Background: an optimization exercise with open tools, aiming at small area and a short achievable clock period. Do not read the settings as production practice. At most, simulation tests tie the RTL to the original design; equivalence was not proved. Function not checked in runs 6 and 7: the RTL went through the layout flow alone. No activity file was given, so power comes from the tool's default toggle rates.

### flow/config.mk
export PLATFORM = sky130hd
export DESIGN_NAME = lc3b_decode_exec
export DESIGN_NICKNAME = lc3b_decode_exec
export VERILOG_FILES = /design/flow/design.v
export SDC_FILE = /design/flow/constraint.sdc
export NUM_CORES = 4
export LEC_CHECK = 0
export CAP_MARGIN = 20
export CORE_MARGIN = 2
export CORE_UTILIZATION = 55
export CTS_BUF_LIST = sky130_fd_sc_hd__clkbuf_16
export CTS_CLUSTER_DIAMETER = 100
export CTS_CLUSTER_SIZE = 24
export SETUP_SLACK_MARGIN = 2.0
export SLEW_MARGIN = 20
### flow/constraint.sdc
create_clock -name core_clock -period 5.0 [get_ports {clk}]
set_input_delay 1.0000 -clock core_clock [delete_from_list [all_inputs] [get_ports {clk}]]
set_output_delay 1.0000 -clock core_clock [all_outputs]
set_load 0.01 [all_outputs]
### flow/design.v
package lc3b_types;
    typedef logic [16-1:0] lc3b_word;
    typedef logic [3-1:0] lc3b_reg;
    typedef enum logic [3:0] {
        op_br   = 4'b0000,
        op_add  = 4'b0001,
        op_ldb  = 4'b0010,
        op_stb  = 4'b0011,
        op_jsr  = 4'b0100,
        op_and  = 4'b0101,
        op_ldr  = 4'b0110,
        op_str  = 4'b0111,
        op_rti  = 4'b1000,
        op_not  = 4'b1001,
        op_ldi  = 4'b1010,
        op_sti  = 4'b1011,
        op_jmp  = 4'b1100,
        op_shf  = 4'b1101,
        op_lea  = 4'b1110,
        op_trap = 4'b1111
    } lc3b_opcode;
    typedef enum logic [2:0] {
        alu_add,
        alu_and,
        alu_not,
        alu_passa,
        alu_passb
    } lc3b_aluop;
    typedef struct packed {
        lc3b_opcode opcode;
        lc3b_aluop  aluop;
        logic       addr1mux_sel;
        logic [1:0] addr2mux_sel;
        logic       addr3mux_sel;
        logic       lshf;
        logic       br_op;
        logic       jsr_op;
        logic       trap_op;
        logic       jmp_op;
        logic       uncond_op;
        logic       sr2mux_sel;
        logic       storemux_sel;
        logic [1:0] wbmux_sel;
        logic       dest_mux_sel;
        logic       load_reg;
        logic       load_cc;
        logic       dcacheR;
        logic       dcacheW;
        logic       dcache_enable;
        logic       d_mem_byte_sel;
        logic       alu_result_mux_sel;
        logic       stb_op;
        logic       ldi_op;
        logic       ldb_op;
        lc3b_word   pc;
    } lc3b_control_word;
    typedef struct packed {
        lc3b_control_word ctrl;
        lc3b_word         ir;
        lc3b_word         sr1_val;
        lc3b_word         sr2_val;
        lc3b_reg          dest;
    } idex_t;
    typedef struct packed {
        logic       reg_we;
        lc3b_reg    dest;
        lc3b_word   value;
        logic [2:0] cc;
        logic       mem_rd;
        logic       mem_wr;
        logic       mem_byte;
        lc3b_word   mem_addr;
        lc3b_word   mem_wdata;
        logic       redirect;
        lc3b_word   target;
    } retire_t;
endpackage
module lc3b_decode_exec
(
    input  logic                   clk,
    input  logic                   rst_n,
    input  logic                   instr_valid,
    input  lc3b_types::lc3b_word   instr,
    input  lc3b_types::lc3b_word   pc,
    output logic                   retire_valid,
    output logic                   retire_reg_we,
    output logic [2:0]             retire_dest,
    output logic [15:0]            retire_value,
    output logic [2:0]             retire_cc,
    output logic                   retire_mem_rd,
    output logic                   retire_mem_wr,
    output logic                   retire_mem_byte,
    output logic [15:0]            retire_mem_addr,
    output logic [15:0]            retire_mem_wdata,
    output logic                   retire_redirect,
    output logic [15:0]            retire_target
);
    logic        ex_valid;
    logic [15:0] ir;
    logic [15:0] pc2;
    logic [7:0]  sel_a;      
    logic        byp_a;      
    logic [7:0]  sel_b;      
    logic        byp_b;
    logic        use_pc;     
    logic        c_st;       
    logic        i5, i6w, i6b, i8t, i9, i11;   
    logic        o_and, o_not, o_shf, o_st, o_stb, o_pc;   
    logic        r_valid;
    logic        r_we, r_rd, r_wr, r_byte, r_redirect;
    logic [2:0]  r_dest;
    logic        r_vsel;     
    logic [15:0] r_sum;
    logic [15:0] r_oth;
    logic [2:0]  cc_old;
    logic        cc_psum;    
    logic        cc_poth;    
    logic [15:0] rf [8];
    logic [7:0]  rf_ok;
    logic [15:0] r_value;
    assign r_value = r_vsel ? r_sum : r_oth;
    logic [7:0] wsel;
    always_comb
        for (int i = 0; i < 8; i++)
            wsel[i] = r_we && r_dest == i;
    always_ff @(posedge clk)
        for (int i = 0; i < 8; i++)
            if (wsel[i])
                rf[i] <= r_value;
    always_ff @(posedge clk or negedge rst_n)
        if (!rst_n)
            rf_ok <= '0;
        else
            rf_ok <= rf_ok | wsel;
    logic [3:0] d_op;
    logic       d_st, d_use_a, d_use_b, d_use_pc;
    logic [2:0] d_idx_b;
    logic       d_hit_a, d_hit_b;
    logic [7:0] ok_next;
    logic       x_we, x_vsel;
    logic [2:0] x_dest;
    assign d_op = instr[15:12];
    assign d_st = (d_op[1:0] == 2'b11) && (d_op[3:2] != 2'b11);
    assign d_use_a = !(d_op == 4'b0000 || d_op == 4'b1000 || d_op == 4'b1110 ||
                       d_op == 4'b1111 || (d_op == 4'b0100 && instr[11]));
    assign d_use_b = d_st || ((d_op == 4'b0001 || d_op == 4'b0101) && !instr[5]);
    assign d_idx_b = d_st ? instr[11:9] : instr[2:0];
    assign d_use_pc = d_op == 4'b0000 || d_op == 4'b1110 || (d_op == 4'b0100 && instr[11]);
    assign ok_next = rf_ok | wsel;
    assign d_hit_a = x_we && x_dest == instr[8:6];
    assign d_hit_b = x_we && x_dest == d_idx_b;
    always_ff @(posedge clk or negedge rst_n)
        if (!rst_n)
            ex_valid <= 1'b0;
        else
            ex_valid <= instr_valid;
    always_ff @(posedge clk)
    begin
        ir <= instr;
        pc2 <= {pc[15:1] + 15'd1, pc[0]};
        use_pc <= d_use_pc;
        c_st <= d_st;
        i5  <= (d_op == 4'b0001 || d_op == 4'b0101) && instr[5];
        i6w <= (d_op == 4'b0110 || d_op == 4'b1010 || d_op == 4'b0111 || d_op == 4'b1011);
        i6b <= (d_op == 4'b0010 || d_op == 4'b0011);
        i8t <= d_op == 4'b1111;
        i9  <= d_op == 4'b0000 || d_op == 4'b1110;
        i11 <= d_op == 4'b0100 && instr[11];
        o_and <= d_op == 4'b0101;
        o_not <= d_op == 4'b1001;
        o_shf <= d_op == 4'b1101;
        o_st  <= d_op == 4'b0111 || d_op == 4'b1011;
        o_stb <= d_op == 4'b0011;
        o_pc  <= d_op == 4'b0100 || d_op == 4'b1111;
        byp_a <= d_use_a && d_hit_a;
        byp_b <= d_use_b && d_hit_b;
        for (int i = 0; i < 8; i++)
        begin
            sel_a[i] <= d_use_a && ok_next[i] && instr[8:6] == i && !d_hit_a;
            sel_b[i] <= d_use_b && ok_next[i] && d_idx_b == i && !d_hit_b;
        end
    end
    logic [3:0] op;
    assign op = ir[15:12];
    logic is_br, is_add, is_ldb, is_stb, is_jsr, is_and, is_ldr, is_str;
    logic is_not, is_ldi, is_sti, is_jmp, is_shf, is_lea, is_trap;
    assign is_br   = op == 4'b0000;
    assign is_add  = op == 4'b0001;
    assign is_ldb  = op == 4'b0010;
    assign is_stb  = op == 4'b0011;
    assign is_jsr  = op == 4'b0100;
    assign is_and  = op == 4'b0101;
    assign is_ldr  = op == 4'b0110;
    assign is_str  = op == 4'b0111;
    assign is_not  = op == 4'b1001;
    assign is_ldi  = op == 4'b1010;
    assign is_sti  = op == 4'b1011;
    assign is_jmp  = op == 4'b1100;
    assign is_shf  = op == 4'b1101;
    assign is_lea  = op == 4'b1110;
    assign is_trap = op == 4'b1111;
    logic is_ld, is_st, is_byte, ld_cc, wr;
    assign is_ld   = is_ldr | is_ldi | is_ldb;
    assign is_st   = is_str | is_sti | is_stb;
    assign is_byte = is_ldb | is_stb;
    assign ld_cc   = is_add | is_and | is_not | is_shf | is_lea;
    assign wr      = ld_cc | is_jsr;
    assign x_we = ex_valid && wr;
    assign x_dest = is_jsr ? 3'd7 : ir[11:9];
    assign x_vsel = is_add | is_ld | is_lea;
    logic [15:0] a, b, base, imm, y;
    always_comb
    begin
        a = {16{byp_a}} & r_value;
        b = {16{byp_b}} & r_value;
        for (int i = 0; i < 8; i++)
        begin
            a = a | ({16{sel_a[i]}} & rf[i]);
            b = b | ({16{sel_b[i]}} & rf[i]);
        end
    end
    assign base = a | ({16{use_pc}} & pc2);
    assign imm = ({16{i5}}  & {{11{ir[4]}}, ir[4:0]}) |
                 ({16{i6b}} & {{10{ir[5]}}, ir[5:0]}) |
                 ({16{i6w}} & {{9{ir[5]}}, ir[5:0], 1'b0}) |
                 ({16{i8t}} & {7'b0, ir[7:0], 1'b0}) |
                 ({16{i9}}  & {{6{ir[8]}}, ir[8:0], 1'b0}) |
                 ({16{i11}} & {{4{ir[10]}}, ir[10:0], 1'b0});
    assign y = ({16{!c_st}} & b) | imm;
    logic [15:0] sum;
    assign sum = base + y;
    logic        shl;
    logic [15:0] sh_in, sh_out, shf;
    assign shl = !ir[4];
    always_comb
        for (int i = 0; i < 16; i++)
            sh_in[i] = shl ? a[15 - i] : a[i];
    assign sh_out = 16'($signed({ir[5] & ir[4] & a[15], sh_in}) >>> ir[3:0]);
    always_comb
        for (int i = 0; i < 16; i++)
            shf[i] = shl ? sh_out[15 - i] : sh_out[i];
    logic [15:0] other;
    assign other = ({16{o_and}} & a & y) |
                   ({16{o_not}} & ~a) |
                   ({16{o_shf}} & shf) |
                   ({16{o_st}} & b) |
                   ({16{o_stb}} & {b[7:0], b[7:0]}) |
                   ({16{o_pc}} & pc2);
    function automatic logic [2:0] nzp(input logic [15:0] v);
        nzp = {v[15], v == 16'd0, !v[15] && (v != 16'd0)};
    endfunction
    logic [2:0] cc_cur;
    assign cc_cur = ({3{!cc_psum && !cc_poth}} & cc_old) |
                    ({3{cc_psum}} & nzp(r_sum)) |
                    ({3{cc_poth}} & nzp(r_oth));
    always_ff @(posedge clk or negedge rst_n)
    begin
        if (!rst_n)
        begin
            r_valid <= 1'b0;
            r_we <= 1'b0;
            cc_old <= 3'b010;
            cc_psum <= 1'b0;
            cc_poth <= 1'b0;
        end
        else
        begin
            r_valid <= ex_valid;
            r_we <= x_we;
            cc_old <= cc_cur;
            cc_psum <= ex_valid & ld_cc & x_vsel;
            cc_poth <= ex_valid & ld_cc & !x_vsel;
        end
    end
    always_ff @(posedge clk)
    begin
        r_rd <= is_ld | is_trap;
        r_wr <= is_st;
        r_byte <= is_byte;
        r_redirect <= is_jmp | is_jsr | (is_br & |(ir[11:9] & cc_cur));
        r_dest <= (is_jsr | is_trap) ? 3'd7 : ir[11:9];
        r_vsel <= x_vsel;
        r_sum <= sum;
        r_oth <= other;
    end
    assign retire_valid = r_valid;
    assign retire_reg_we = r_we;
    assign retire_dest = r_dest;
    assign retire_value = r_value;
    assign retire_cc = cc_cur;
    assign retire_mem_rd = r_rd;
    assign retire_mem_wr = r_wr;
    assign retire_mem_byte = r_byte;
    assign retire_mem_addr = r_sum;
    assign retire_mem_wdata = r_oth;
    assign retire_redirect = r_redirect;
    assign retire_target = r_sum;
endmodule
### flow/flow/run.sh
#!/bin/bash
# standard layout, with the port buffers made from the smallest buffer
cp standard.sh standard_sh.txt
export BUFFER_PORTS_ARGS="-buffer_cell sky130_fd_sc_hd__buf_1"
bash standard.sh > standard.log 2>&1
### flow/standard.sh
#!/bin/bash
# synth_recipe.tcl (not shown) runs the flow's synth.tcl, then flattens the netlist and writes it again
# the make line also repeats each setting of config.mk as NAME=value (left out here)
make -C /OpenROAD-flow-scripts/flow DESIGN_CONFIG=/design/flow/config.mk WORK_HOME=/design/flow/orfs CLKGATE_MAP_FILE= SYNTH_SCRIPT=/design/flow/synth_recipe.tcl "${@:-finish}"
==> key figures, run 1 <==
Outcome
  – Status: no timing/DRC/antenna violations

Synth
  – Synth warn: 2
  – Top-area cell type share of the netlist area: 0.3161
  – Cells after Synth: 1,108
  – Syn Std Cell Area: 12,160 um^2
  – Synth Area in Simple Gates: 0.1359
  – Synth Area in Compound Gates: 0.1798
  – Mux contribution to synthesized area: 0.06925
  – #FFs+latches synth: 248
  – Post-Synth Adder-Cell Area: 0.01811
  – Post-Synth XOR/XNOR Area: 0.02233
  – Ys flop type: edfxtp_1
  – Distinct cells, synth: 75
  – Synth top area cells: edfxtp_1 32%, dfxtp_1 17%, a22oi_1 4.5%
  – Number of flops mapped to enable cells by yosys: 128
  – Seq/Total Area, Yosys: 0.5204
  – Syn avg cell area: 10.97 um^2
  – Syn_nets: 1,160
  – Post-synth top area cell: edfxtp_1
  – Largest family of logic cells by synthesized area: compound AO/OA/AOI/OAI gates
  – Post-synth ARST share: 0.06452

Drt
  – Vias: 10,400
  – First-pass DRT Iterations: 8
  – Final ANT Viol Nets: 0
  – Initial drt markers: 1,381
  – Drt drc: 0
  – Drt wl/cell: 27.41 um
  – Via density: 6.818
  – Routed WL: 41,830 um

Setup path
  – CP Cell Sequence: buf_6 > buf_6 > mux2_4 > a21oi_4 > o211ai_1 > ha_4 > or3_4 > o211ai_1 > a31oi_2 > nand4_1 > nand4b_1 > a21oi_2 > xnor2_1
  – Critical-path top delay cell: dfxtp_4
  – WP depth: 13
  – CP Launch Type: flip-flop
  – R2R Path Start: r_vsel
  – Crit path arrival time: 3.47 ns
  – FF-to-FF setup slack: 1.97 ns
  – Crit path max fanout: 6
  – Crit-path max cell delay: 0.42 ns
  – Worst Reg2Reg Path Length in Cells: 13
  – Worst path top cell family by delay: compound AO/OA/AOI/OAI gates
  – RR Endpoint: r_sum[15]
  – Buf/Inv on CP: 2
  – Required time worst endpoint: 5.44 ns
  – CP Capture Point: r_sum[15]
  – CP startpoint: r_vsel
  – CP Class: reg2reg
  – CP endpoint kind: flip-flop

Pwr
  – Seq pwr share: 0.506
  – Leak Pwr: 5.158 nW
  – Sw power: 0.001673 W
  – Power Density: 353.5 nW/um^2
  – Int Power: 0.003398 W
  – Switching share of power: 0.3300
  – Gate power share: 0.256
  – Clock power share: 0.238
  – VDD IR-drop max: 0.2665 mV

Run
  – Max-Cap Viols: 0

Die
  – Num rows: 54
  – Die Wd: 152.7 um
  – Starting Density: 0.5589
  – Ports: 111
  – Full die area: 23,310 um^2
  – Core area: 21,760 um^2
  – Vert. Die Dim: 152.7 um

Place
  – Placed insts: 1,419
  – DPL Wire Length: 28,280 um
  – Routability congestion estimate: 0.9765
  – Port bufs: 110

Timing
  – Final TNS setup: 0 ns
  – Final setup fails: 0
  – Relative slew slack: 0.3746
  – Max Fclk: 329.6 MHz
  – Hold Violations, Final: 0
  – RSZ-0062 raised after global routing: true
  – Slew Limit Fails: 0
  – Final Cycle Share: 0.6068
  – Worst slew pin tran: 0.9381 ns
  – Max Clock Skew: 0.02532 ns
  – Final min period: 3.034 ns

CTS
  – Clock latency on the worst-skew pair: 0.51 ns
  – CTS buffer count: 14
  – Worst-path clk slew: 0.09 ns
  – Root Driver: clkbuf_16
  – Htree depth: 1
  – Clock Path Buffers: 3
  – Total clock sinks: 248
  – CTS tree: yes

Finish
  – Most frequent cells in the layout: 128 x edfxtp_1, 110 x buf_1, 105 x nand2_1
  – N_diodes: 0
  – Ratio of cells with drive above 1 in the final layout: 0.2472
  – Post-layout util: 0.6594
  – Finished Layout Cells: 1,526
  – Nets: 1,290
  – Commonest non-fill, non-tap cell in the layout: edfxtp_1
  – Area growth, synth to finish: 17.99%
  – # fillers: 1,754

Global route
  – Vias in the first global route: 9,659
  – Largest net degree at the start of global routing: 33
  – Total track usage: 0.3435
  – Grt total ovfl: 0
  – First-pass GRT wire length: 60,690 um
  – Initial antenna violation count: 0

Worst hold path
  – Hold WC Path Type: reg2reg
  – Hold path cells: 0
[cells in the mapped netlist (all sizes together), types with 3 or more instances]
master / number
nand4: 20
dfxtp: 104
nand3: 16
nor4: 9
and4: 3
buf: 47
nand2b: 13
o22ai: 10
xor2: 7
o21a: 5
nor4b: 8
a31oi: 6
a21oi: 42
nor3: 18
nor2: 63
a21o: 5
xnor2: 24
inv: 28
a22o: 33
edfxtp: 128
mux4: 16
nor3b: 3
o221ai: 12
and3: 25
or3: 7
mux2: 20
mux2i: 23
clkbuf: 49
and2: 9
a21boi: 3
o211ai: 8
ha: 16
nand2: 108
nor2b: 6
a211oi: 7
a221oi: 36
o21ai: 37
a22oi: 74
dfrtp: 15
or2: 10
o2111ai: 3
and4b: 4
a221o: 3
a222oi: 4
[flip-flops by register name (all words and copies together), names as in the netlist, 3 cells and up]
register	count
rf	128
ir	16
pc2	16
r_oth	16
r_sum	16
rf_ok	8
sel_a	8
sel_b	8
cc_old	3
r_dest	3
[worst min-delay path by stage]
stage	from	endpoint	slack [ns]
floorplan	ex_valid	r_valid	0.37
global placement	ex_valid	r_valid	0.41
detailed placement	ex_valid	r_valid	0.42
CTS	ex_valid	r_valid	0.44
global route	ex_valid	r_valid	0.45
finish	ex_valid	r_valid	0.45
[cells by family (layout without fill, tap and decap cells)]
| logic type | after synthesis | after routing |
|---|---|---|
| flops | 248 | 248 |
| simple gates | 328 | 328 |
| mux | 59 | 59 |
| fa+ha+maj | 17 | 17 |
| buf+inv | 125 | 263 |
| xor+xnor | 31 | 31 |
| compound gates | 300 | 300 |
[stage by stage]
step / instance area [um^2] / hold slack, ns / worst slack, ns / power, W
2_1_floorplan: 12170 / 0.3734 / 1.962 / 0.003241
3_3_place_gp: 12540 / 0.4108 / 1.184 / 0.003622
3_5_place_dp: 12550 / 0.4163 / 1.059 / 0.003625
4_1_cts: 13660 / 0.4436 / 1.917 / 0.004906
5_1_grt: 14350 / 0.4540 / 1.835 / 0.005247
6_report: 14350 / 0.4466 / 1.966 / 0.005072
[repair_timing]
item / in CTS / in global routing
pin swaps: 16 / 43
resized for setup: 117 / 81
endpoints found under the setup margin: 45 / 29
hold buffers: 0 / 0
hold endpoints to repair: 0 / 0
buffers inserted: 44 / 39
[final cells by class]
cell class                 instances  area (um^2)  share of cell area
inverter                          28        105.1            0.007326
timing repair buffer             211         1272             0.08870
multi-input combinational        735         5778              0.4028
clock buffer                      14        350.3             0.02442
tap                              280        350.3             0.02442
clock inverter                    10        62.56            0.004361
sequential                       248         6427              0.4480
[power by group through the flow]
stage | combinational [W] | sequential (W) | clock (W)
global route | 0.00138 | 0.00257 | 0.00130
finish | 0.00130 | 0.00257 | 0.00121
floorplan | 0.000757 | 0.00248 | 0
CTS | 0.00115 | 0.00255 | 0.00121
global placement | 0.00103 | 0.00260 | 0
detailed placement | 0.00103 | 0.00260 | 0
[layer usage]
layer / GRT usage / vias to the layer above / wire, um
met4: 0.1526 / 0 / 2698
met3: 0.05546 / 177 / 4191
met1: 0.4772 / 5055 / 16460
met2: 0.5353 / 700 / 18480
li1: - / 4472 / -
met5: 0 / - / 0
==> run 2: changes to the inputs <==
--- a/flow/config.mk
+++ b/flow/config.mk
@@ -6,4 +6,5 @@
 export NUM_CORES = 4
 export LEC_CHECK = 0
+export ABC_AREA = 1
 export CAP_MARGIN = 20
 export CORE_MARGIN = 2
==> run 2 against run 1 <==
Effect of this change:
- global-route usage is 1.6 points higher
- clock skew is 0.0030 ns higher
- first-iteration DRC count is 6.4% lower
- register-to-register slack better by 0.11 ns
- die area is 6.1% higher
- maximum frequency is 1.1% higher
==> key figures, run 2 <==
Finish
  – Most flop-heavy register: rf
  – Ratio of cells with drive above 1 in the final layout: 0.1049
  – Nets: 1,711
  – Commonest non-fill, non-tap cell in the layout: nand2_1
  – Area growth, synth to finish: 9.768%
  – Max reg flops: 128
  – N_diodes: 0
  – # fillers: 2,161
  – Finished Layout Cells: 1,987
  – FF/Latch Area: 6381 um^2
  – Multi-input gate area: 5867 um^2
  – Most frequent cells in the layout: 564 x nand2_1, 189 x nand3_1, 128 x edfxtp_1
  – Layout Cell Area excl Fill: 14,190 um^2

CTS
  – CTS tree: yes
  – Clock latency on the worst-skew pair: 0.52 ns
  – Hold buffers post-CTS: 0
  – Root Driver: clkbuf_16
  – Htree depth: 1
  – Clock Path Buffers: 3
  – Total clock sinks: 248
  – Worst-path clk slew: 0.09 ns
  – CTS buffer count: 15

Pwr
  – Power Density: 348.6 nW/um^2
  – VDD IR-drop max: 0.3499 mV
  – Leak Pwr: 6.201 nW

Setup path
  – FF-to-FF setup slack: 2.08 ns
  – Required time worst endpoint: 4.00 ns
  – CP Launch Type: flip-flop
  – CP Class: reg2out
  – RR Endpoint: r_sum[12]
  – Worst Reg2Reg Path Length in Cells: 17
  – CP endpoint kind: output port
  – R2R Path Start: r_vsel
  – Crit path max fanout: 3
  – Crit path arrival time: 2.00 ns

Timing
  – Max Clock Skew: 0.02829 ns
  – Relative slew slack: 0.3928
  – Slew Limit Fails: 0
  – Final worst setup slack: 1.999 ns
  – Final Cycle Share: 0.6001
  – Final min period: 3.001 ns
  – Max Fclk: 333.3 MHz
  – Final TNS setup: 0 ns
  – Hold Violations, Final: 0
  – RSZ-0062 raised after global routing: true
  – Worst slew pin tran: 0.9108 ns
  – Final setup fails: 0

Synth
  – Largest family of logic cells by synthesized area: simple AND/OR/NAND/NOR gates
  – Cells after Synth: 1,586
  – Post-Synth Adder-Cell Area: 0.01704
  – Syn Std Cell Area: 12,920 um^2
  – Synth top cells by count: 565 x nand2_1, 193 x nand3_1, 128 x edfxtp_1
  – Post-Synth XOR/XNOR Area: 0.01965
  – Syn avg cell area: 8.149 um^2
  – Synth Area in Simple Gates: 0.3236
  – Synth top area cells: edfxtp_1 30%, nand2_1 16%, dfxtp_1 16%
  – Seq/Total Area, Yosys: 0.4895
  – Mux contribution to synthesized area: 0
  – Post-synth top area cell: edfxtp_1
  – Synth warn: 2
  – Top-area cell type share of the netlist area: 0.2974
  – Synth Area in Compound Gates: 0.07590
  – Distinct cells, synth: 54
  – Syn_nets: 1,638
  – Top-count cell post-synth: nand2_1
  – #FFs+latches synth: 248
  – Ys flop type: edfxtp_1
  – Post-synth ARST share: 0.06452
  – Number of flops mapped to enable cells by yosys: 128

Place
  – Port bufs: 110
  – Instance area at placement: 13,300 um^2
  – DPL Wire Length: 31,840 um
  – Place WS: 1.076 ns
  – Routability congestion estimate: 1.001
  – Placed insts: 1,943

Drt
  – Via density: 5.977
  – First-pass DRT Iterations: 6
  – Routed WL: 44,800 um
  – Initial drt markers: 1,293
  – Drt wl/cell: 22.55 um
  – Vias: 11,880
  – Final ANT Viol Nets: 0
  – Drt drc: 0

Worst hold path
  – WHS Endpoint: r_valid
  – Hold WC Path Type: reg2reg
  – Worst hold start: ex_valid
  – Hold path cells: 0

Run
  – Max-Cap Viols: 0

Die
  – Starting Density: 0.5556
  – Num rows: 56
  – Full die area: 24,740 um^2
  – Die Wd: 157.3 um
  – Ports: 111
  – Core area: 23,260 um^2
  – Vert. Die Dim: 157.3 um

Global route
  – Largest net degree at the start of global routing: 41
  – Grt total ovfl: 0
  – Initial antenna violation count: 0
  – Total track usage: 0.3594
  – First-pass GRT wire length: 65,330 um
  – Vias in the first global route: 10,810

Outcome
  – Status: no timing/DRC/antenna violations
## run 2: how the worst max path moves through the flow
stage	startpoint	cells past startpoint	slack (ns)	to
final	r_oth[5]	6	2.00	retire_cc[1]
after CTS	sel_b[2]	14	2.00	r_sum[12]
after global routing	ir[2]	9	1.99	r_oth[3]
after floorplan	sel_b[5]	16	2.04	r_sum[12]
after detailed placement	r_vsel	17	1.08	r_sum[12]
after global placement	r_vsel	17	1.17	r_sum[12]
## run 2: worst max-delay path, cell delays in order (launching register included)
cell	delay (ns)
dfxtp_1	0.36
inv_2	0.11
nand4_1	0.22
nor4_4	0.44
nand2_1	0.11
nand3_2	0.11
clkbuf_2	0.14
## run 2: metal layers
metal	part of all wire	track usage	wire length (um)
met4	0.043	0.1446	1923
met5	0	0	0
met1	0.40	0.4905	18130
met2	0.44	0.5581	19620
met3	0.11	0.07930	5128
## run 2: final cells by class
cell class | instances | share of cell area
timing repair buffer | 140 | 0.04656
multi-input combinational | 1145 | 0.4135
tap | 319 | 0.02813
sequential | 248 | 0.4498
clock buffer | 15 | 0.02646
clock inverter | 11 | 0.005644
timing repair inverter | 1 | 0.0003528
inverter | 108 | 0.02954
## run 2: stage by stage
stage	hold WS (ns)	power [W]	utilization
after floorplan	0.3682	0.003194	-
after global placement	0.3917	0.003558	0.5713
after detailed placement	0.3813	0.003563	0.5715
after CTS	0.4113	0.004869	0.5995
after global routing	0.4387	0.005143	0.6099
final	0.4093	0.004946	0.6099
## run 2: power breakdown
part           switching, W  internal, W
Clock              0.000705     0.000575
Combinational      0.000827     0.000366
Sequential         0.000164      0.00231
## run 2: logic make-up after synthesis
family                     Yosys count
and+or+nand+nor                    953
DFF                                248
buffers and inverters              193
AOI/OAI and AO/OA                  146
xor gates and xnor gates            29
adders and majority gates           17
## run 2: repair_timing
| item | in CTS | in global routing |
|---|---|---|
| gates cloned | 1 | 0 |
| pin swaps | 9 | 14 |
| buffers inserted | 8 | 9 |
| endpoints found under the setup margin | 30 | 9 |
| gates resized for setup | 50 | 49 |
==> run 3: changes to the inputs <==
--- a/flow/config.mk
+++ b/flow/config.mk
@@ -13,4 +13,4 @@
 export CTS_CLUSTER_DIAMETER = 100
 export CTS_CLUSTER_SIZE = 24
-export SETUP_SLACK_MARGIN = 2.0
+export SETUP_SLACK_MARGIN = 1.6
 export SLEW_MARGIN = 20
==> run 3 against run 2 <==
Effect of this change:
- hold slack hardly changed
- clock skew decreased by 0.0016 ns
- combinational power fell by 7%
==> key figures, run 3 <==
Pwr
  – Switching share of power: 0.3426
  – Leak Pwr: 6.062 nW
  – Gate power share: 0.228
  – PnR Total Power: 0.004864 W
  – Clock power share: 0.264
  – VDD IR-drop max: 0.3493 mV
  – Seq pwr share: 0.508
  – Sw power: 0.001666 W
  – Int Power: 0.003197 W
  – Power Density: 351.6 nW/um^2

Setup path
  – Required time worst endpoint: 4.00 ns
  – FF-to-FF setup slack: 1.69 ns
  – CP startpoint: r_sum[15]
  – CP Class: reg2out
  – Crit path max fanout: 4
  – Worst Reg2Reg Path Length in Cells: 13
  – CP Launch Type: flip-flop
  – RR Endpoint: r_sum[12]
  – Crit path arrival time: 2.34 ns
  – CP endpoint kind: output port
  – R2R Path Start: ir[0]

Timing
  – Hold Violations, Final: 0
  – Max Clock Skew: 0.02668 ns
  – Max Fclk: 299.6 MHz
  – Final TNS setup: 0 ns
  – Final min period: 3.337 ns
  – Final Cycle Share: 0.6675
  – Final setup fails: 0
  – Relative slew slack: 0.3602
  – RSZ-0062 raised after global routing: false
  – Slew Limit Fails: 0
  – Worst slew pin tran: 0.9584 ns

Finish
  – Nets: 1,694
  – Post-layout util: 0.5947
  – Most frequent cells in the layout: 565 x nand2_1, 193 x nand3_1, 128 x edfxtp_1
  – Most flop-heavy register: rf
  – N_diodes: 0
  – # fillers: 2,183
  – Max reg flops: 128
  – Ratio of cells with drive above 1 in the final layout: 0.06118
  – Layout Cell Area excl Fill: 13,830 um^2
  – Finished Layout Cells: 1,970
  – Commonest non-fill, non-tap cell in the layout: nand2_1
  – Area growth, synth to finish: 7.028%

Die
  – Starting Density: 0.5556
  – Ports: 111
  – Die Wd: 157.3 um
  – Num rows: 56
  – Core area: 23,260 um^2
  – Vert. Die Dim: 157.3 um
  – Full die area: 24,740 um^2

Run
  – Max-Cap Viols: 0

Synth
  – Syn avg cell area: 8.149 um^2
  – Post-synth top area cell: edfxtp_1
  – Ys flop type: edfxtp_1
  – Synth Area in Simple Gates: 0.3236
  – Number of flops mapped to enable cells by yosys: 128
  – Cells after Synth: 1,586
  – Seq/Total Area, Yosys: 0.4895
  – Post-synth ARST share: 0.06452
  – Syn_nets: 1,638
  – Distinct cells, synth: 54
  – Post-Synth Adder-Cell Area: 0.01704
  – #FFs+latches synth: 248
  – Synth top cells by count: 565 x nand2_1, 193 x nand3_1, 128 x edfxtp_1
  – Syn Std Cell Area: 12,920 um^2
  – Top-area cell type share of the netlist area: 0.2974
  – Largest family of logic cells by synthesized area: simple AND/OR/NAND/NOR gates
  – Synth Area in Compound Gates: 0.07590
  – Top-count cell post-synth: nand2_1
  – Mux contribution to synthesized area: 0
  – Post-Synth XOR/XNOR Area: 0.01965
  – Synth top area cells: edfxtp_1 30%, nand2_1 16%, dfxtp_1 16%
  – Synth warn: 2

Global route
  – Most Crowded Layer GR: met2
  – Grt total ovfl: 0
  – GR Util met1: 0.4937
  – Met3 usage: 0.07131
  – First-pass GRT wire length: 64,980 um
  – GR Util met2: 0.5608
  – Vias in the first global route: 10,680
  – Largest net degree at the start of global routing: 41
  – Total track usage: 0.3576
  – Initial antenna violation count: 0

Drt
  – First-pass DRT Iterations: 6
  – Initial drt markers: 1,500
  – Drt wl/cell: 22.53 um
  – Routed WL: 44,390 um
  – Vias: 11,690
  – Drt drc: 0
  – Final ANT Viol Nets: 0
  – Via density: 5.935

CTS
  – Root Driver: clkbuf_16
  – Clock Path Buffers: 3
  – Worst-path clk slew: 0.10 ns
  – CTS tree: yes
  – CTS buffer count: 15
  – Htree depth: 1
  – Hold buffers post-CTS: 0
  – Clock latency on the worst-skew pair: 0.51 ns
  – Total clock sinks: 248

Outcome
  – Status: no timing/DRC/antenna violations

Worst hold path
  – Hold path cells: 0
  – Worst hold start: ex_valid
  – WHS Endpoint: r_valid
  – Hold WC Path Type: reg2reg

Place
  – Instance area at placement: 13,300 um^2
  – DPL Wire Length: 31,840 um
  – Routability congestion estimate: 1.001
  – Placed insts: 1,943
  – Port bufs: 110
[run 3: cell counts after synthesis]
No cell type changed its count.
[run 3: cell families after synthesis]
family	count (synthesis)
fa+ha+maj	17
xor+xnor	29
simple gates	953
buf+inv	193
flops	248
compound gates	146
[run 3: final cells by class]
class | count | area, um^2 | share of cell area
tap | 319 | 399.1 | 0.02885
clock inverter | 11 | 80.08 | 0.005789
timing repair buffer | 124 | 518.0 | 0.03745
clock buffer | 15 | 375.4 | 0.02713
multi-input combinational | 1145 | 5704 | 0.4124
inverter | 108 | 410.4 | 0.02967
sequential | 248 | 6346 | 0.4588
[run 3: critical path: stages, from the launching register on]
cell and delay [ns]:
dfxtp_1 0.44, inv_1 0.29, nand4_1 0.20, nor4_4 0.39, nand3_1 0.15, nand3_1 0.19, buf_1 0.17
[run 3: how the worst max path moves through the flow]
stage,endpoint,slack [ns]
2_1_floorplan,r_sum[12],2.04
6_report,retire_cc[1],1.66
4_1_cts,r_sum[12],1.52
3_3_place_gp,r_sum[12],1.17
5_1_grt,r_sum[12],1.58
3_5_place_dp,r_sum[12],1.08
[run 3: timing repair]
action	CTS	global route
gates cloned	0	0
buffers inserted	0	1
setup endpoints to repair	9	6
resized for setup	12	13
[run 3: per-stage QoR]
stage | setup slack, ns | hold WS [ns]
after floorplan | 2.041 | 0.3682
after global placement | 1.172 | 0.3917
after detailed placement | 1.076 | 0.3813
after CTS | 1.521 | 0.4113
after global routing | 1.585 | 0.4387
final | 1.663 | 0.4096
[run 3: power groups by stage]
stage | clock (W) | sequential, W | combinational [W]
final | 0.00128 | 0.00247 | 0.00111
after global routing | 0.00136 | 0.00249 | 0.00121
after CTS | 0.00129 | 0.00246 | 0.00107
after detailed placement | 0 | 0.00251 | 0.00106
after global placement | 0 | 0.00250 | 0.00106
after floorplan | 0 | 0.00245 | 0.000743
[run 3: metal layers]
metal,vias up,routed length (um)
met4,0,1810
met3,102,4967
met2,679,19620
met1,5489,17990
met5,-,0
li1,5422,-
==> run 4: changes to the inputs <==
--- a/flow/config.mk
+++ b/flow/config.mk
@@ -13,4 +13,4 @@
 export CTS_CLUSTER_DIAMETER = 100
 export CTS_CLUSTER_SIZE = 24
-export SETUP_SLACK_MARGIN = 1.6
+export SETUP_SLACK_MARGIN = 2.2
 export SLEW_MARGIN = 20
==> run 4 against run 3 <==
Effect of this change:
- utilization up 3.4 points
- non-clock buffer count grew 41
- hold slack got worse by 0.0034 ns
- total power up 2.9%
- cell area grew 5.8%
- clock power barely moved
- register-to-register slack improved by 0.48 ns
- critical path depth decreased by 1
- die area stayed put
- first-iteration DRC count is 6.3% lower
- sequential share of layout area down 2.1 points
- critical path type unchanged
- largest cell class unchanged
- largest power group unchanged
==> key figures, run 4 <==
Timing
  – Max Clock Skew: 0.02335 ns
  – Hold Violations, Final: 0
  – Final TNS setup: 0 ns
  – Final Hold Slack: 0.4061 ns
  – Final Cycle Share: 0.6002
  – Max Fclk: 333.2 MHz
  – Relative slew slack: 0.4031
  – Worst slew pin tran: 0.8953 ns
  – Slew Limit Fails: 0
  – Final setup fails: 0
  – Final min period: 3.001 ns
  – RSZ-0062 raised after global routing: true

Finish
  – Commonest non-fill, non-tap cell in the layout: nand2_1
  – Nets: 1,735
  – # fillers: 2,036
  – Ratio of cells with drive above 1 in the final layout: 0.1490
  – Max reg flops: 128
  – Multi-input gate area: 6083 um^2
  – Most flop-heavy register: rf
  – Most frequent cells in the layout: 554 x nand2_1, 182 x nand3_1, 128 x edfxtp_1
  – N_diodes: 0
  – FF/Latch Area: 6411 um^2
  – Area growth, synth to finish: 13.21%

CTS
  – Clock latency on the worst-skew pair: 0.51 ns
  – Total clock sinks: 248
  – CTS buffer count: 14
  – Worst-path clk slew: 0.10 ns
  – Htree depth: 1
  – Hold buffers post-CTS: 0
  – Clock Path Buffers: 3
  – CTS tree: yes
  – Root Driver: clkbuf_16

Synth
  – Ys flop type: edfxtp_1
  – Post-synth top area cell: edfxtp_1
  – Distinct cells, synth: 54
  – Synth top cells by count: 565 x nand2_1, 193 x nand3_1, 128 x edfxtp_1
  – Post-synth ARST share: 0.06452
  – Syn avg cell area: 8.149 um^2
  – Syn_nets: 1,638
  – Synth warn: 2
  – Cells after Synth: 1,586
  – #FFs+latches synth: 248
  – Synth top area cells: edfxtp_1 30%, nand2_1 16%, dfxtp_1 16%
  – Seq/Total Area, Yosys: 0.4895
  – Syn Std Cell Area: 12,920 um^2
  – Top-area cell type share of the netlist area: 0.2974
  – Top-count cell post-synth: nand2_1
  – Number of flops mapped to enable cells by yosys: 128

Drt
  – Drt drc: 0
  – Routed WL: 44,500 um
  – Vias: 11,770
  – Via density: 5.857
  – Initial drt markers: 1,406
  – Final ANT Viol Nets: 0
  – Drt wl/cell: 22.14 um
  – First-pass DRT Iterations: 5

Die
  – Vert. Die Dim: 157.3 um
  – Die Wd: 157.3 um
  – Ports: 111
  – Full die area: 24,740 um^2
  – Starting Density: 0.5556
  – Core area: 23,260 um^2
  – Num rows: 56

Setup path
  – CP Launch Type: flip-flop
  – Crit path max fanout: 3
  – Crit path arrival time: 2.00 ns
  – CP Class: reg2out
  – Required time worst endpoint: 4.00 ns
  – CP endpoint kind: output port
  – Crit-path max cell delay: 0.47 ns
  – Worst Reg2Reg Path Length in Cells: 13
  – Critical-path top delay cell: nor4_4
  – CP Cell Sequence: inv_4 > nand4_1 > nor4_4 > o211ai_1 > buf_2

Pwr
  – VDD IR-drop max: 0.2551 mV
  – Power Density: 341.9 nW/um^2
  – Leak Pwr: 6.415 nW

Global route
  – First-pass GRT wire length: 64,260 um
  – Total track usage: 0.3543
  – Largest net degree at the start of global routing: 41
  – Vias in the first global route: 10,730
  – Grt total ovfl: 0
  – Initial antenna violation count: 0

Worst hold path
  – Hold path cells: 0
  – Hold WC Path Type: reg2reg

Outcome
  – Status: no timing/DRC/antenna violations

Place
  – DPL Wire Length: 31,430 um
  – Port bufs: 110
  – Routability congestion estimate: 0.9979

Run
  – Max-Cap Viols: 0
==> run 4: timing repair <==
| item | 4_1_cts | 5_1_grt |
|---|---|---|
| pin swaps | 16 | 33 |
| buffers inserted | 20 | 20 |
| gates resized for setup | 90 | 87 |
| cloned | 1 | 0 |
| setup endpoints to repair | 31 | 14 |
==> run 4: cells by family after synthesis <==
kind of cell | share of synthesized area
adder cells (fa/ha/maj) | 0.01704
AO/OA/AOI/OAI | 0.07590
buffers and inverters | 0.07425
flip-flops | 0.4895
XOR/XNOR | 0.01965
AND/OR/NAND/NOR | 0.3236
==> run 4: final timing paths <==
check | endpoint | slack, ns | from
max | retire_cc[0] | 2.00 | r_oth[5]
min | r_valid | 0.41 | ex_valid
max reg2reg | r_sum[13] | 2.17 | sel_b[4]
min reg2reg | r_valid | 0.41 | ex_valid
max in group asynchronous | cc_psum | 3.86 | rst_n
min in group asynchronous | rf_ok[4] | 0.58 | rst_n
==> run 4: per-stage QoR <==
step	total power [W]	cell area [um^2]	setup WS, ns	utilization	std cells
detailed placement	0.003563	13310	1.286	0.5722	1945
floorplan	0.003194	12930	2.207	-	1586
global placement	0.003556	13310	1.368	0.5720	1945
global route	0.005214	14630	1.997	0.6290	2010
CTS	0.004898	14170	2.085	0.6093	1990
finish	0.005003	14630	1.999	0.6290	2010
==> run 4: worst max-delay path: cells and delay by family (launching register included) <==
family	cells	cell delay, ns
compound gates	1	0.20
flops	1	0.37
simple gates	2	0.68
buf+inv	2	0.25
==> run 4: power by group <==
group          total [W]  switching, W  leakage, nW  internal [W]
registers        0.00247      0.000158         2.25       0.00231
clock network    0.00126      0.000673        0.241      0.000587
logic            0.00128      0.000858         3.92      0.000419
total            0.00500       0.00169         6.42       0.00331
==> run 4: layout make-up <==
class | instances | area share
clock buffers | 16 | 0.02736
clock inverters | 8 | 0.003249
inverters | 108 | 0.02899
multi-input cells | 1145 | 0.4157
flip-flops and latches | 248 | 0.4381
well taps | 319 | 0.02728
repair buffers | 165 | 0.05891
repair inverters | 1 | 0.0003420
==> run 4: routing by layer <==
layer  GRT usage  routed length, um
met1      0.4841              17980
met2      0.5257              18930
met3     0.09224               5392
met4      0.1706               2198
met5           0                  0
==> run 5: changes to the inputs <==
--- a/flow/config.mk
+++ b/flow/config.mk
@@ -6,11 +6,11 @@
 export NUM_CORES = 4
 export LEC_CHECK = 0
-export ABC_AREA = 1
 export CAP_MARGIN = 20
 export CORE_MARGIN = 2
-export CORE_UTILIZATION = 55
+export CORE_UTILIZATION = 65
 export CTS_BUF_LIST = sky130_fd_sc_hd__clkbuf_16
 export CTS_CLUSTER_DIAMETER = 100
 export CTS_CLUSTER_SIZE = 24
-export SETUP_SLACK_MARGIN = 2.2
+export PLACE_DENSITY = 0.8
+export SETUP_SLACK_MARGIN = 1.8
 export SLEW_MARGIN = 20
==> run 5 against run 4 <==
Effect of this change:
- utilization grew 9.3 points
- sequential cell count did not move
- non-clock buffer count is 14 lower
- final cell count shrank 29%
- total power fell by 2.1%
- clock skew shrank 0.0095 ns
- wire length decreased by 13%
- maximum frequency is 6.3% lower
==> key figures, run 5 <==
Timing
  – Hold Violations, Final: 0
  – Max Fclk: 312.3 MHz
  – Max Clock Skew: 0.01387 ns
  – Relative slew slack: 0.4155
  – Final TNS setup: 0 ns
  – Worst slew pin tran: 0.8768 ns
  – Slew Limit Fails: 0
  – RSZ-0062 raised after global routing: true
  – Final setup fails: 0
  – Final Hold Slack: 0.4549 ns
  – Final min period: 3.202 ns
  – Final Cycle Share: 0.6403

Run
  – Max-Cap Viols: 0

Setup path
  – Required time worst endpoint: 4.00 ns
  – CP Launch Type: flip-flop
  – CP Class: reg2out
  – Crit path max fanout: 3
  – FF-to-FF setup slack: 1.82 ns
  – CP endpoint kind: output port
  – Worst Reg2Reg Path Length in Cells: 13
  – R2R Path Start: sel_a[3]
  – Crit path arrival time: 2.20 ns
  – RR Endpoint: r_sum[14]

Synth
  – Syn avg cell area: 10.97 um^2
  – Post-synth ARST share: 0.06452
  – Distinct cells, synth: 75
  – Synth top area cells: edfxtp_1 32%, dfxtp_1 17%, a22oi_1 4.5%
  – Top-count cell post-synth: edfxtp_1
  – Syn_nets: 1,160
  – Synth warn: 2
  – Ys flop type: edfxtp_1
  – Synth top cells by count: 128 x edfxtp_1, 108 x nand2_1, 104 x dfxtp_1
  – Post-synth top area cell: edfxtp_1
  – Syn Std Cell Area: 12,160 um^2
  – Cells after Synth: 1,108
  – Seq/Total Area, Yosys: 0.5204
  – Top-area cell type share of the netlist area: 0.3161
  – Number of flops mapped to enable cells by yosys: 128
  – #FFs+latches synth: 248

Finish
  – Max reg flops: 128
  – Ratio of cells with drive above 1 in the final layout: 0.1560
  – Most flop-heavy register: rf
  – Most frequent cells in the layout: 128 x edfxtp_1, 110 x buf_1, 108 x nand2_1
  – # fillers: 1,277
  – N_diodes: 0
  – Area growth, synth to finish: 9.951%
  – Finished Layout Cells: 1,420
  – FF/Latch Area: 6379 um^2
  – Commonest non-fill, non-tap cell in the layout: edfxtp_1
  – Post-layout util: 0.7220
  – Multi-input gate area: 5440 um^2
  – Nets: 1,230

Pwr
  – Leak Pwr: 4.777 nW
  – VDD IR-drop max: 0.2908 mV
  – Gate power share: 0.237
  – Clock power share: 0.243
  – Int Power: 0.003312 W
  – Seq pwr share: 0.520
  – PnR Total Power: 0.004896 W
  – Sw power: 0.001583 W
  – Switching share of power: 0.3234
  – Power Density: 366.2 nW/um^2

CTS
  – Clock Path Buffers: 3
  – Clock latency on the worst-skew pair: 0.49 ns
  – CTS buffer count: 14
  – Hold buffers post-CTS: 0
  – CTS tree: yes
  – Total clock sinks: 248
  – Htree depth: 1
  – Worst-path clk slew: 0.09 ns
  – Root Driver: clkbuf_16

Drt
  – First-pass DRT Iterations: 8
  – Via density: 7.248
  – Final ANT Viol Nets: 0
  – Initial drt markers: 1,701
  – Routed WL: 38,860 um
  – Vias: 10,290
  – Drt drc: 0
  – Drt wl/cell: 27.37 um

Worst hold path
  – Hold path cells: 0
  – Worst hold start: ex_valid
  – Hold WC Path Type: reg2reg
  – WHS Endpoint: r_valid

Die
  – Starting Density: 0.6566
  – Num rows: 50
  – Ports: 111
  – Die Wd: 140.8 um
  – Vert. Die Dim: 140.8 um
  – Full die area: 19,820 um^2
  – Core area: 18,520 um^2

Outcome
  – Status: no timing/DRC/antenna violations

Place
  – DPL Wire Length: 27,230 um
  – Placed insts: 1,379
  – Routability congestion estimate: 1.055
  – Port bufs: 110

Global route
  – First-pass GRT wire length: 56,820 um
  – Total track usage: 0.3794
  – Vias in the first global route: 9,364
  – Initial antenna violation count: 0
  – Grt total ovfl: 0
  – Largest net degree at the start of global routing: 34
==> run 5: changes by cell type in the layout (fill, tap and decap cells not counted), moves of 19 or more <==
cell and delta:
a22o_1 +22, nand3_2 -29, nand3_1 -166, mux2i_1 +21, a22oi_1 +72, inv_1 -53, nor2_1 -19, nand2_1 -446
==> run 5: timing repair <==
item / in CTS / in global routing
hold endpoints to repair: 0 / 0
gates cloned: 0 / 1
setup buffers: 2 / 14
pin swaps: 4 / 19
setup endpoints to repair: 33 / 23
resized for setup: 29 / 76
==> run 5: power groups by stage <==
stage	clock network, W	logic, W	registers (W)
CTS	0.00120	0.00106	0.00253
global route	0.00126	0.00122	0.00254
detailed placement	0	0.00104	0.00257
floorplan	0	0.000755	0.00248
global placement	0	0.00103	0.00257
finish	0.00119	0.00116	0.00255
==> run 5: critical path, stage by stage, from the launching register on <==
cell and delay [ns]:
dfxtp_2 0.39, nor4_2 0.44, and4_2 0.45, a22oi_1 0.09, o21ai_0 0.17, buf_1 0.19
==> run 5: per-stage QoR <==
stage               worst slack (ns)  cell area, um^2
floorplan                      1.848            12170
global placement               1.012            12500
detailed placement            0.9878            12500
CTS                            1.678            13020
global route                   1.709            13370
finish                         1.798            13370
==> run 5: cell type report <==
cell class,count,area share
inverters,28,0.007861
multi-input cells,735,0.4069
flip-flops and latches,248,0.4771
clock inverters,9,0.003276
clock buffers,15,0.02808
repair buffers,151,0.05484
well taps,234,0.02190
==> run 5: routing by layer <==
metal  wire, um  global-route usage  up-vias
met2      17300              0.5977      936
met1      13880              0.5022     4781
li1           -                   -     4368
met3       5059             0.08186      207
met4       2619              0.1900        0
met5          0                   0        -
==> run 5: worst max path at each step <==
stage / from / end / slack, ns
floorplan: r_vsel / r_sum[14] / 1.85
global placement: instr[13] / sel_b[2] / 1.01
finish: r_oth[13] / retire_cc[1] / 1.80
detailed placement: instr[13] / sel_b[2] / 0.99
global route: r_vsel / r_sum[15] / 1.71
CTS: i9 / r_sum[14] / 1.68
==> run 5: cells by family after synthesis <==
kind of cell             Yosys count  share of synthesized area
AO/OA/AOI/OAI                    300                     0.1798
XOR/XNOR                          31                    0.02233
adder cells (fa/ha/maj)           17                    0.01811
buffers and inverters            125                    0.05423
flip-flops                       248                     0.5204
multiplexers                      59                    0.06925
AND/OR/NAND/NOR                  328                     0.1359
==> run 6: changes to the inputs <==
--- a/flow/design.v
+++ b/flow/design.v
@@ -100,7 +100,9 @@
     logic [15:0] pc2;
     logic [7:0]  sel_a;      
-    logic        byp_a;      
+    logic        byps_a;     
+    logic        bypo_a;     
     logic [7:0]  sel_b;      
-    logic        byp_b;
+    logic        byps_b;
+    logic        bypo_b;
     logic        use_pc;     
     logic        c_st;       
@@ -173,6 +175,8 @@
         o_stb <= d_op == 4'b0011;
         o_pc  <= d_op == 4'b0100 || d_op == 4'b1111;
-        byp_a <= d_use_a && d_hit_a;
-        byp_b <= d_use_b && d_hit_b;
+        byps_a <= d_use_a && d_hit_a && x_vsel;
+        bypo_a <= d_use_a && d_hit_a && !x_vsel;
+        byps_b <= d_use_b && d_hit_b && x_vsel;
+        bypo_b <= d_use_b && d_hit_b && !x_vsel;
         for (int i = 0; i < 8; i++)
         begin
@@ -212,6 +216,6 @@
     always_comb
     begin
-        a = {16{byp_a}} & r_value;
-        b = {16{byp_b}} & r_value;
+        a = ({16{byps_a}} & r_sum) | ({16{bypo_a}} & r_oth);
+        b = ({16{byps_b}} & r_sum) | ({16{bypo_b}} & r_oth);
         for (int i = 0; i < 8; i++)
         begin
--- a/flow/config.mk
+++ b/flow/config.mk
@@ -8,9 +8,8 @@
 export CAP_MARGIN = 20
 export CORE_MARGIN = 2
-export CORE_UTILIZATION = 65
+export CORE_UTILIZATION = 55
 export CTS_BUF_LIST = sky130_fd_sc_hd__clkbuf_16
 export CTS_CLUSTER_DIAMETER = 100
 export CTS_CLUSTER_SIZE = 24
-export PLACE_DENSITY = 0.8
-export SETUP_SLACK_MARGIN = 1.8
+export SETUP_SLACK_MARGIN = 2.0
 export SLEW_MARGIN = 20
==> run 6 against run 5 <==
Effect of this change:
- register-to-register slack got worse by 0.03 ns
- hold slack worse by 0.014 ns
- maximum frequency is 0.17% lower
==> key figures, run 6 <==
Synth
  – Top-count cell post-synth: edfxtp_1
  – Cells after Synth: 1,157
  – Distinct cells, synth: 82
  – Post-synth ARST share: 0.06400
  – Syn_nets: 1,209
  – Top-area cell type share of the netlist area: 0.3092
  – Seq/Total Area, Yosys: 0.5122
  – Synth top cells by count: 128 x edfxtp_1, 114 x a22oi_1, 106 x dfxtp_1
  – #FFs+latches synth: 250
  – Ys flop type: edfxtp_1
  – Post-synth top area cell: edfxtp_1
  – Number of flops mapped to enable cells by yosys: 128
  – Syn Std Cell Area: 12,430 um^2
  – Synth warn: 2
  – Syn avg cell area: 10.74 um^2
  – Synth top area cells: edfxtp_1 31%, dfxtp_1 17%, a22oi_1 6.9%

Timing
  – Final Cycle Share: 0.6415
  – Final min period: 3.207 ns
  – RSZ-0062 raised after global routing: true
  – Final setup fails: 0
  – Relative slew slack: 0.4043
  – Final TNS setup: 0 ns
  – Max Clock Skew: 0.02800 ns
  – Worst slew pin tran: 0.8936 ns
  – Hold Violations, Final: 0
  – Slew Limit Fails: 0
  – Max Fclk: 311.8 MHz
  – Final Hold Slack: 0.4407 ns

Finish
  – Max reg flops: 128
  – Ratio of cells with drive above 1 in the final layout: 0.2189
  – Commonest non-fill, non-tap cell in the layout: edfxtp_1
  – Post-layout util: 0.6414
  – Multi-input gate area: 5881 um^2
  – Area growth, synth to finish: 15.75%
  – # fillers: 1,838
  – FF/Latch Area: 6505 um^2
  – Nets: 1,337
  – Most frequent cells in the layout: 128 x edfxtp_1, 109 x a22oi_1, 108 x buf_1
  – Most flop-heavy register: rf

Run
  – Max-Cap Viols: 0

Die
  – Die Wd: 154.3 um
  – Num rows: 55
  – Vert. Die Dim: 154.3 um
  – Full die area: 23,820 um^2
  – Starting Density: 0.5542
  – Ports: 111
  – Core area: 22,430 um^2

Pwr
  – Power Density: 348.6 nW/um^2
  – Sw power: 0.001693 W
  – Seq pwr share: 0.526
  – VDD IR-drop max: 0.3083 mV
  – Int Power: 0.003324 W
  – Leak Pwr: 5.241 nW
  – Gate power share: 0.235
  – Switching share of power: 0.3374
  – Clock power share: 0.239

Drt
  – Via density: 6.916
  – First-pass DRT Iterations: 6
  – Final ANT Viol Nets: 0
  – Drt wl/cell: 28.99 um
  – Routed WL: 45,770 um
  – Drt drc: 0
  – Initial drt markers: 1,869
  – Vias: 10,920

Setup path
  – Required time worst endpoint: 5.46 ns
  – CP Launch Type: flip-flop
  – Crit path arrival time: 3.66 ns
  – Crit path max fanout: 5
  – CP endpoint kind: flip-flop
  – CP Class: reg2reg

CTS
  – Clock Path Buffers: 3
  – Root Driver: clkbuf_16
  – CTS buffer count: 14
  – Hold buffers post-CTS: 0
  – Htree depth: 1
  – CTS tree: yes
  – Total clock sinks: 250
  – Clock latency on the worst-skew pair: 0.53 ns
  – Worst-path clk slew: 0.10 ns

Global route
  – First-pass GRT wire length: 64,670 um
  – Initial antenna violation count: 1
  – Largest net degree at the start of global routing: 26
  – Total track usage: 0.3702
  – Grt total ovfl: 0
  – Vias in the first global route: 9,896

Worst hold path
  – Hold WC Path Type: reg2reg

Place
  – Port bufs: 110
  – DPL Wire Length: 31,770 um
  – Routability congestion estimate: 1.044

Outcome
  – Status: no timing/DRC/antenna violations
## run 6: cell types whose count changed after synthesis, moves of 15 or more
cell | before | now
a21oi_1 | 41 | 26
nand3_1 | 16 | 45
a22oi_1 | 73 | 114
nand2_1 | 108 | 93
nor2_1 | 63 | 85
nand4_1 | 20 | 5
## run 6: power by group through the flow
stage               clock network (W)  logic (W)  registers, W
finish                        0.00120    0.00118       0.00264
floorplan                           0   0.000717       0.00251
detailed placement                  0   0.000981       0.00267
global route                  0.00128    0.00126       0.00264
global placement                    0   0.000982       0.00267
CTS                           0.00120    0.00107       0.00262
## run 6: per-layer routing
| layer | global-route usage | share of wire | vias to the layer above |
|---|---|---|---|
| li1 | - | - | 4730 |
| met1 | 0.5223 | 0.39 | 5106 |
| met2 | 0.5403 | 0.42 | 915 |
| met3 | 0.1042 | 0.14 | 170 |
| met4 | 0.1543 | 0.050 | 0 |
| met5 | 0 | 0 | - |
## run 6: final cells by class
class	count	area share
multi-input cells	796	0.4087
clock buffers	14	0.02435
repair buffers	196	0.07895
well taps	285	0.02478
inverters	27	0.007043
diodes	1	0.0001739
flip-flops and latches	250	0.4520
clock inverters	10	0.004000
## run 6: cells by family (layout without fill, tap and decap cells)
| family | count (synthesis) | in the layout | synth area share |
|---|---|---|---|
| AO/OA/AOI/OAI | 349 | 349 | 0.2111 |
| flip-flops | 250 | 250 | 0.5122 |
| other | 0 | 1 | 0 |
| buffers and inverters | 111 | 247 | 0.04871 |
| multiplexers | 42 | 42 | 0.04720 |
| AND/OR/NAND/NOR | 357 | 357 | 0.1413 |
| XOR/XNOR | 31 | 31 | 0.02184 |
| adder cells (fa/ha/maj) | 17 | 17 | 0.01771 |
## run 6: path summary, 6_finish.rpt
kind                          start   endpoint  slack (ns)  cells past startpoint
hold reg to reg            ex_valid    r_valid        0.44                      0
hold / removal             ex_valid    r_valid        0.44                      0
max in group asynchronous     rst_n   rf_ok[6]        3.88                      1
setup reg to reg           sel_b[6]  r_sum[15]        1.79                     13
min in group asynchronous     rst_n   rf_ok[7]        0.57                      1
setup / recovery           sel_b[6]  r_sum[15]        1.79                     13
## run 6: per-stage QoR
| stage | cell area (um^2) | total power, W | std cells | setup WS [ns] |
|---|---|---|---|---|
| finish | 14390 | 0.005017 | 1579 | 1.793 |
| global route | 14390 | 0.005175 | 1578 | 1.757 |
| CTS | 13820 | 0.004891 | 1543 | 1.854 |
| detailed placement | 12810 | 0.003648 | 1481 | 1.161 |
| global placement | 12810 | 0.003652 | 1481 | 1.269 |
| floorplan | 12450 | 0.003230 | 1157 | 2.004 |
## run 6: critical path: stages (launching register included)
cell and delay, ns:
dfxtp_4 0.39, buf_12 0.14, a22o_1 0.21, a221oi_2 0.16, nand4_1 0.26, a221o_1 0.45
ha_4 0.29, and2_1 0.20, a31oi_2 0.31, a31oi_4 0.17, nand4_1 0.14, nand4b_1 0.13
a21oi_2 0.17, xnor2_1 0.13
## run 6: repair_timing
item,CTS,global route
setup endpoints to repair,42,20
pin swaps,22,37
gates resized for setup,111,69
setup buffers,38,35
==> run 7: changes to the inputs <==
--- a/flow/config.mk
+++ b/flow/config.mk
@@ -6,4 +6,5 @@
 export NUM_CORES = 4
 export LEC_CHECK = 0
+export ABC_AREA = 1
 export CAP_MARGIN = 20
 export CORE_MARGIN = 2
==> run 7 against run 6 <==
Effect of this change:
- still clean
- clock skew fell by 0.0073 ns
- setup slack gained 0.18 ns
- wire length fell by 2.0%
- non-clock buffer count shrank 56
- sequential cell count did not move
- total power shrank 1.2%
- die area up 6.8%
- largest cell class unchanged
==> key figures, run 7 <==
Synth
  – Distinct cells, synth: 48
  – Number of flops mapped to enable cells by yosys: 128
  – Post-synth top area cell: edfxtp_1
  – Synth top area cells: edfxtp_1 29%, nand2_1 16%, dfxtp_1 16%
  – Ys flop type: edfxtp_1
  – Top-area cell type share of the netlist area: 0.2890
  – #FFs+latches synth: 250
  – Cells after Synth: 1,644
  – Post-synth ARST share: 0.06400
  – Seq/Total Area, Yosys: 0.4787
  – Syn Std Cell Area: 13,300 um^2
  – Synth top cells by count: 575 x nand2_1, 173 x nand3_1, 128 x edfxtp_1
  – Synth warn: 2
  – Syn avg cell area: 8.091 um^2
  – Syn_nets: 1,696
  – Top-count cell post-synth: nand2_1

Finish
  – Max reg flops: 128
  – N_diodes: 0
  – Area growth, synth to finish: 8.776%
  – Commonest non-fill, non-tap cell in the layout: nand2_1
  – Most flop-heavy register: rf
  – Ratio of cells with drive above 1 in the final layout: 0.1185
  – Nets: 1,765
  – Most frequent cells in the layout: 575 x nand2_1, 172 x nand3_1, 128 x edfxtp_1
  – # fillers: 2,151
  – Layout Cell Area excl Fill: 14,470 um^2

Timing
  – Final setup fails: 0
  – Final min period: 3.029 ns
  – Final TNS setup: 0 ns
  – Final Hold Slack: 0.4171 ns
  – Max Clock Skew: 0.02068 ns
  – Max Fclk: 330.1 MHz
  – Final Cycle Share: 0.6059
  – RSZ-0062 raised after global routing: true
  – Slew Limit Fails: 0
  – Hold Violations, Final: 0
  – Worst slew pin tran: 0.9083 ns
  – Relative slew slack: 0.3945

Die
  – Num rows: 56
  – Vert. Die Dim: 159.5 um
  – Full die area: 25,450 um^2
  – Core area: 23,610 um^2
  – Die Wd: 159.5 um
  – Starting Density: 0.5633
  – Ports: 111

Global route
  – Total track usage: 0.3455
  – Grt total ovfl: 0
  – Largest net degree at the start of global routing: 41
  – GR Util met1: 0.4814
  – GR Util met2: 0.5577
  – Met3 usage: 0.04402
  – Most Crowded Layer GR: met2
  – First-pass GRT wire length: 66,950 um
  – Initial antenna violation count: 0
  – Vias in the first global route: 11,300

Drt
  – Drt wl/cell: 22.00 um
  – Drt drc: 0
  – Initial drt markers: 1,508
  – First-pass DRT Iterations: 6
  – Final ANT Viol Nets: 0
  – Vias: 12,240
  – Via density: 5.999
  – Routed WL: 44,880 um

Place
  – Port bufs: 110
  – Routability congestion estimate: 1.029
  – Instance area at placement: 13,740 um^2
  – DPL Wire Length: 34,140 um

Setup path
  – CP Launch Type: flip-flop
  – Worst Reg2Reg Path Length in Cells: 16
  – CP endpoint kind: output port
  – Crit path max fanout: 4
  – Crit path arrival time: 2.03 ns
  – R2R Path Start: byps_b
  – RR Endpoint: r_sum[12]
  – FF-to-FF setup slack: 2.05 ns
  – Required time worst endpoint: 4.00 ns
  – CP Class: reg2out

CTS
  – Root Driver: clkbuf_16
  – Total clock sinks: 250
  – Clock latency on the worst-skew pair: 0.51 ns
  – Htree depth: 1
  – CTS buffer count: 14
  – CTS tree: yes
  – Worst-path clk slew: 0.10 ns
  – Clock Path Buffers: 3

Pwr
  – Power Density: 342.6 nW/um^2
  – VDD IR-drop max: 0.3688 mV
  – Leak Pwr: 6.260 nW

Run
  – Max-Cap Viols: 0

Worst hold path
  – Hold WC Path Type: reg2reg
  – WHS Endpoint: r_valid
  – Hold path cells: 0
  – Worst hold start: ex_valid

Outcome
  – Status: no timing/DRC/antenna violations
run 7: cell families (layout without fill, tap and decap cells):
logic type | after synthesis | count (layout) | share of synthesized area
simple gates | 961 | 961 | 0.3254
compound gates | 169 | 169 | 0.08221
xor+xnor | 31 | 31 | 0.02041
flops | 250 | 250 | 0.4787
fa+ha+maj | 17 | 17 | 0.01656
buf+inv | 216 | 293 | 0.07676
run 7: through the flow:
step,power (W),utilization,setup WS [ns],cells
finish,0.004957,0.6128,1.971,2040
global route,0.005151,0.6128,1.901,2040
CTS,0.004889,0.6049,1.891,2037
detailed placement,0.003681,0.5820,1.538,2008
global placement,0.003675,0.5818,1.631,2007
floorplan,0.003282,-,2.050,1644
run 7: repair_timing:
action / 4_1_cts / 5_1_grt
buffers inserted: 4 / 3
pin swaps: 4 / 8
resized for setup: 43 / 45
setup endpoints to repair: 25 / 15
hold buffers: 0 / 0
gates cloned: 1 / 0
run 7: worst max-delay path by stage:
stage | slack (ns) | from | cells after the start | endpoint
after floorplan | 2.05 | sel_b[6] | 16 | r_sum[12]
after CTS | 1.89 | sel_b[4] | 16 | r_sum[12]
final | 1.97 | r_oth[9] | 4 | retire_cc[1]
after detailed placement | 1.54 | sel_b[7] | 16 | r_sum[12]
after global placement | 1.63 | sel_b[7] | 16 | r_sum[12]
after global routing | 1.90 | r_sum[0] | 16 | r_sum[12]
run 7: final cells by class:
type	instances	area (um^2)	area share
clock buffer	14	350.3	0.02421
clock inverter	10	61.31	0.004237
inverter	128	491.7	0.03398
multi-input combinational	1178	6095	0.4212
sequential	250	6426	0.4441
tap	319	399.1	0.02759
timing repair buffer	140	640.6	0.04428
timing repair inverter	1	5.005	0.0003459
run 7: where the power goes:
group / internal [W] / switching [W] / leakage, nW
Clock: 0.000527 / 0.000688 / 0.223
Sequential: 0.00234 / 0.000228 / 2.26
Combinational: 0.000370 / 0.000798 / 3.78
Total: 0.00324 / 0.00171 / 6.26
run 7: critical path, stage by stage (launching register included):
cell	delay (ns)
dfxtp_2	0.37
nor4_4	0.36
nand4_1	0.26
o211ai_1	0.34
buf_2	0.19
run 7: routing by layer:
metal  routed length, um  vias to the layer above
li1                    -                     5625
met1               18220                     5753
met2               20570                      752
met3                4221                      108
met4                1859                        0
met5                   0                        -

==> what the ideal ports hide <==
The flow's constraints put no driver on any port. The routed layouts listed below were extracted and timed again, unchanged, in two steps. Step 1 sets driving cells, clkbuf_16 on the clock port and buf_2 on the other inputs (assumed; they add their load-dependent delay and slew). Step 2 adds t to the input delays and takes it off the output delays; t is the mean of the earliest and latest rising clock arrival at the registers after step 1. Input paths then give back, and output paths get back, about the clock's delay inside the block. a / b / c = no drivers / after step 1 / after step 2; a / b = the first two.
| run | shift t [ns] | setup WS [ns] | slew at the worst register clock pin (ns) |
|---|---|---|---|
| run 1 | 0.544 | 1.966 / 1.966 / 1.615 | 0.10 / 0.10 |
| run 2 | 0.552 | 1.999 / 1.950 / 2.078 | 0.10 / 0.10 |
| run 3 | 0.550 | 1.663 / 1.613 / 1.688 | 0.10 / 0.10 |
| run 4 | 0.551 | 1.999 / 1.949 / 2.151 | 0.10 / 0.10 |
| run 5 | 0.524 | 1.798 / 1.756 / 1.459 | 0.10 / 0.10 |
| run 6 | 0.564 | 1.793 / 1.793 / 1.601 | 0.10 / 0.10 |
| run 7 | 0.552 | 1.971 / 1.921 / 2.049 | 0.11 / 0.11 |
After both steps setup and hold are still met in every run listed. For run 1, which loses most, drivers alone change the setup slack by 0.000 ns; drivers and shift together by -0.351 ns.
